Context: an optimization exercise on an open-source flow, tuned for small area. The choices shown serve that exercise and are no tape-out recipe.
Only simulation tests tie the RTL to the original design; equivalence was not proved.

Design write_back_regfile, start of the top module:
module write_back_regfile #(
   parameter int NREG  = 15,
   parameter int CNT_W = 20
) (
   input  logic        clk_i,
   input  logic        rst_n_i,
   input  logic        valid_i,
   input  logic [3:0]  icode_i,
   input  logic [2:0]  stat_i,
   input  logic        dmem_error_i,
   input  logic [63:0] valE_i,
   input  logic [63:0] valM_i,
   input  logic [3:0]  dstE_i,
   input  logic [3:0]  dstM_i,
   input  logic [3:0]  srcA_i,
   input  logic [3:0]  srcB_i,
   output logic [63:0] valA_o,
   output logic [63:0] valB_o,
   output logic [2:0]  stat_o,
   output logic        halted_o,
   output logic [63:0] retired_o
);
   logic [63:0]      regs_n_q [NREG];   
   logic [NREG-1:0]  wr_q;           
   logic [2:0]       stat_q;
   logic [CNT_W-1:0] retired_q;
   logic halted, aok, retire, fault;
   logic [NREG-1:0] weE, weM, we, rdA, rdB;
   logic unused_icode;
   assign unused_icode = ^icode_i;
   assign halted = (stat_q != 3'd1);
   assign aok    = !dmem_error_i && (stat_i == 3'd1);
   assign retire = valid_i && !halted && aok;
   assign fault  = valid_i && !halted && !aok;
   function automatic logic [3:0] dec2(input logic [1:0] a);
      dec2 = 4'b0001 << a;
   endfunction
   logic [3:0] dEl, dEh, dMl, dMh, sAl, sAh, sBl, sBh;
   assign dEl = dec2(dstE_i[1:0]);
   assign dEh = dec2(dstE_i[3:2]) & {4{retire}};
   assign dMl = dec2(dstM_i[1:0]);
   assign dMh = dec2(dstM_i[3:2]) & {4{retire}};
   assign sAl = dec2(srcA_i[1:0]);
   assign sAh = dec2(srcA_i[3:2]);
   assign sBl = dec2(srcB_i[1:0]);
   assign sBh = dec2(srcB_i[3:2]);
   for (genvar r = 0; r < NREG; r++) begin : g_sel
      assign weM[r] = dMh[r/4] && dMl[r%4];
      assign weE[r] = dEh[r/4] && dEl[r%4] && !weM[r];
      assign we[r]  = weM[r] || weE[r];
      assign rdA[r] = wr_q[r] && sAh[r/4] && sAl[r%4];
      assign rdB[r] = wr_q[r] && sBh[r/4] && sBl[r%4];
   end
   logic [63:0] valM_n;
   assign valM_n = ~valM_i;
   for (genvar r = 0; r < NREG; r++) begin : g_reg
      logic [63:0] keep_m;
  ...
For scale: roughly 4,500 cells after synthesis, ~0.041 sq mm of cells after synthesis.
==> module write_back_regfile, before the edit <==
module write_back_regfile #(
   parameter int NREG  = 15,
   parameter int CNT_W = 20
) (
   input  logic        clk_i,
   input  logic        rst_n_i,
   input  logic        valid_i,
   input  logic [3:0]  icode_i,
   input  logic [2:0]  stat_i,
   input  logic        dmem_error_i,
   input  logic [63:0] valE_i,
   input  logic [63:0] valM_i,
   input  logic [3:0]  dstE_i,
   input  logic [3:0]  dstM_i,
   input  logic [3:0]  srcA_i,
   input  logic [3:0]  srcB_i,
   output logic [63:0] valA_o,
   output logic [63:0] valB_o,
   output logic [2:0]  stat_o,
   output logic        halted_o,
   output logic [63:0] retired_o
);
   logic [63:0]      regs_n_q [NREG];   
   logic [NREG-1:0]  wr_q;           
   logic [2:0]       stat_q;
   logic [CNT_W-1:0] retired_q;
   logic halted, aok, retire, fault;
   logic [NREG-1:0] weE, weM, we, rdA, rdB;
   logic unused_icode;
   assign unused_icode = ^icode_i;
   assign halted = (stat_q != 3'd1);
   assign aok    = !dmem_error_i && (stat_i == 3'd1);
   assign retire = valid_i && !halted && aok;
   assign fault  = valid_i && !halted && !aok;
   function automatic logic [3:0] dec2(input logic [1:0] a);
      dec2 = 4'b0001 << a;
   endfunction
   logic [3:0] dEl, dEh, dMl, dMh, sAl, sAh, sBl, sBh;
   assign dEl = dec2(dstE_i[1:0]);
   assign dEh = dec2(dstE_i[3:2]) & {4{retire}};
   assign dMl = dec2(dstM_i[1:0]);
   assign dMh = dec2(dstM_i[3:2]) & {4{retire}};
   assign sAl = dec2(srcA_i[1:0]);
   assign sAh = dec2(srcA_i[3:2]);
   assign sBl = dec2(srcB_i[1:0]);
   assign sBh = dec2(srcB_i[3:2]);
   for (genvar r = 0; r < NREG; r++) begin : g_sel
      assign weM[r] = dMh[r/4] && dMl[r%4];
      assign weE[r] = dEh[r/4] && dEl[r%4] && !weM[r];
      assign we[r]  = weM[r] || weE[r];
      assign rdA[r] = wr_q[r] && sAh[r/4] && sAl[r%4];
      assign rdB[r] = wr_q[r] && sBh[r/4] && sBl[r%4];
   end
   logic [63:0] valM_n;
   assign valM_n = ~valM_i;
   for (genvar r = 0; r < NREG; r++) begin : g_reg
      logic [63:0] keep_m;
      assign keep_m = ~((valM_n | {64{!weM[r]}}) & (regs_n_q[r] | {64{we[r]}}));
      always_ff @(posedge clk_i) begin
         regs_n_q[r] <= ~(({64{weE[r]}} & valE_i) | keep_m);
      end
   end
   always_ff @(posedge clk_i or negedge rst_n_i) begin
      if (!rst_n_i) begin
         wr_q      <= '0;
         stat_q    <= 3'd1;
         retired_q <= '0;
      end else begin
         wr_q <= wr_q | we;
         retired_q <= retired_q ^ carry[CNT_W-1:0];
         if (fault) begin
            if (dmem_error_i) stat_q <= 3'd3;
            else if (stat_i == 3'd2 || stat_i == 3'd3) stat_q <= stat_i;
            else stat_q <= 3'd4;
         end
      end
   end
   logic [CNT_W:0] carry;
   assign carry[0] = retire;
   for (genvar i = 0; i < CNT_W; i++) begin : g_cnt
      assign carry[i+1] = carry[i] & retired_q[i];
   end
   always_comb begin
      valA_o = '0;
      valB_o = '0;
      for (int r = 0; r < NREG; r++) begin
         valA_o = valA_o | ({64{rdA[r]}} & ~regs_n_q[r]);
         valB_o = valB_o | ({64{rdB[r]}} & ~regs_n_q[r]);
      end
   end
   assign stat_o    = stat_q;
   assign halted_o  = halted;
   assign retired_o = {{(64-CNT_W){1'b0}}, retired_q};
endmodule
==> flow/config.mk <==
export PLATFORM = sky130hd
export DESIGN_NAME = write_back_regfile
export DESIGN_NICKNAME = write_back_regfile
export VERILOG_FILES = /design/flow/design.v
export SDC_FILE = /design/flow/constraint.sdc
export NUM_CORES = 8
export LEC_CHECK = 0
export CAP_MARGIN = 20
export CORE_MARGIN = 2
export CORE_UTILIZATION = 55
export SLEW_MARGIN = 20
==> flow/constraint.sdc <==
create_clock -name core_clock -period 8.0 [get_ports {clk_i}]
set_input_delay 1.6000 -clock core_clock [delete_from_list [all_inputs] [get_ports {clk_i}]]
set_output_delay 1.6000 -clock core_clock [all_outputs]
set_load 0.01 [all_outputs]
standard.sh (not shown) runs the stock make flow with config.mk's settings and CLKGATE_MAP_FILE= SYNTH_SCRIPT=/design/flow/synth_recipe.tcl, a recipe that flattens the netlist after the stock synthesis.
==> flow/flow/run.sh <==
#!/bin/bash
# Own layout flow: the standard ORFS flow with
#  - ABC mapping the combinational logic for area (flow/area.abc), then
#    a peephole rewrite of the register-file write and read-port cells into
#    smaller equivalents (flow/peephole.py),
#  - buf_1 port buffers,
#  - one buf_6 (or an inv_6 driver) per high-fanout select net, placed with the design
#    (flow/prebuf_gp.tcl, flow/prebuf_unlock.tcl),
#  - a clock tree of larger sink clusters without dummy loads.
set -euo pipefail
W=$PWD
F=$W/flow
mkdir -p $W/own
# ORFS synth.tcl with only the abc call changed to use area.abc.
sed 's|^  log_cmd abc {\*}\$abc_args$|  log_cmd abc -script $::env(OWN_ABC_SCRIPT) {*}[lrange $abc_args 2 end]|' \
  $FLOW_HOME/scripts/synth.tcl > $W/own/synth.tcl
grep -q 'OWN_ABC_SCRIPT' $W/own/synth.tcl
export OWN_SYNTH_TCL=$W/own/synth.tcl
export OWN_ABC_SCRIPT=$F/area.abc
export OWN_PEEPHOLE=$F/peephole.py
sed "s|SYNTH_SCRIPT=[^ ]*|SYNTH_SCRIPT=$F/synth_wrap.tcl|" standard.sh > $W/own/standard.sh
grep -q "SYNTH_SCRIPT=$F/synth_wrap.tcl" $W/own/standard.sh
export PRE_GLOBAL_PLACE_TCL=$F/prebuf_gp.tcl
export PRE_RESIZE_TCL=$F/prebuf_unlock.tcl
export BUFFER_PORTS_ARGS="-buffer_cell sky130_fd_sc_hd__buf_1"
export CTS_ARGS="-sink_clustering_enable -repair_clock_nets -dont_use_dummy_load -sink_clustering_size 25 -sink_clustering_max_diameter 100 -buf_list {sky130_fd_sc_hd__clkbuf_8 sky130_fd_sc_hd__clkbuf_16}"
bash $W/own/standard.sh > $W/make_finish.log 2>&1
Other scripts of this flow, unchanged in this note and not shown: flow/flow/area.abc, flow/flow/peephole.py, flow/flow/prebuf_gp.tcl, flow/flow/prebuf_unlock.tcl, flow/flow/synth_wrap.tcl
Change:
--- a/flow/design.v
+++ b/flow/design.v
@@ -66,20 +66,15 @@
          stat_q    <= 3'd1;
          retired_q <= '0;
       end else begin
          wr_q <= wr_q | we;
-         retired_q <= retired_q ^ carry[CNT_W-1:0];
+         if (retire) retired_q <= retired_q + 1'b1;
          if (fault) begin
             if (dmem_error_i) stat_q <= 3'd3;
             else if (stat_i == 3'd2 || stat_i == 3'd3) stat_q <= stat_i;
             else stat_q <= 3'd4;
          end
       end
-   end
-   logic [CNT_W:0] carry;
-   assign carry[0] = retire;
-   for (genvar i = 0; i < CNT_W; i++) begin : g_cnt
-      assign carry[i+1] = carry[i] & retired_q[i];
    end
    always_comb begin
       valA_o = '0;
       valB_o = '0;
What happened: The changed run completed with no timing, DRC or antenna violations. Die area climbs slightly. Wire length climbs slightly. Global-route usage drops by 0.34 points. Clock-buffer cell count is unchanged. Synthesized area climbs slightly. Via count climbs slightly. Utilization drops by 0.39 points.

port drivers added, routing unchanged:
No port has a modelled driver above. Below, the same layouts with a new extraction and two added sets of constraints.
Step 1 sets driving cells, clkbuf_16 on the clock port and buf_2 on the other inputs (assumed; they add their load-dependent delay and slew).
Step 2 adds t to the input delays and takes it off the output delays; t is the mean of the earliest and latest rising clock arrival at the registers after step 1. Input paths then give back, and output paths get back, about the clock's delay inside the block.
a / b / c = no drivers / after step 1 / after step 2; a / b = the first two.
run | shift t [ns] | setup WS [ns] | worst setup path at the end | clock arrival spread, ns | slew at the worst register clock pin (ns)
the first run | 0.728 | 2.347 / 2.317 / 2.056 | input to register | 0.037 / 0.037 | 0.11 / 0.11
the second run | 0.718 | 2.456 / 2.408 / 2.408 | input to output | 0.037 / 0.037 | 0.11 / 0.11
After both steps every run listed still meets setup and hold. The setup slack of the first run, which loses most, moves by -0.030 ns with the drivers and by -0.291 ns with both steps.
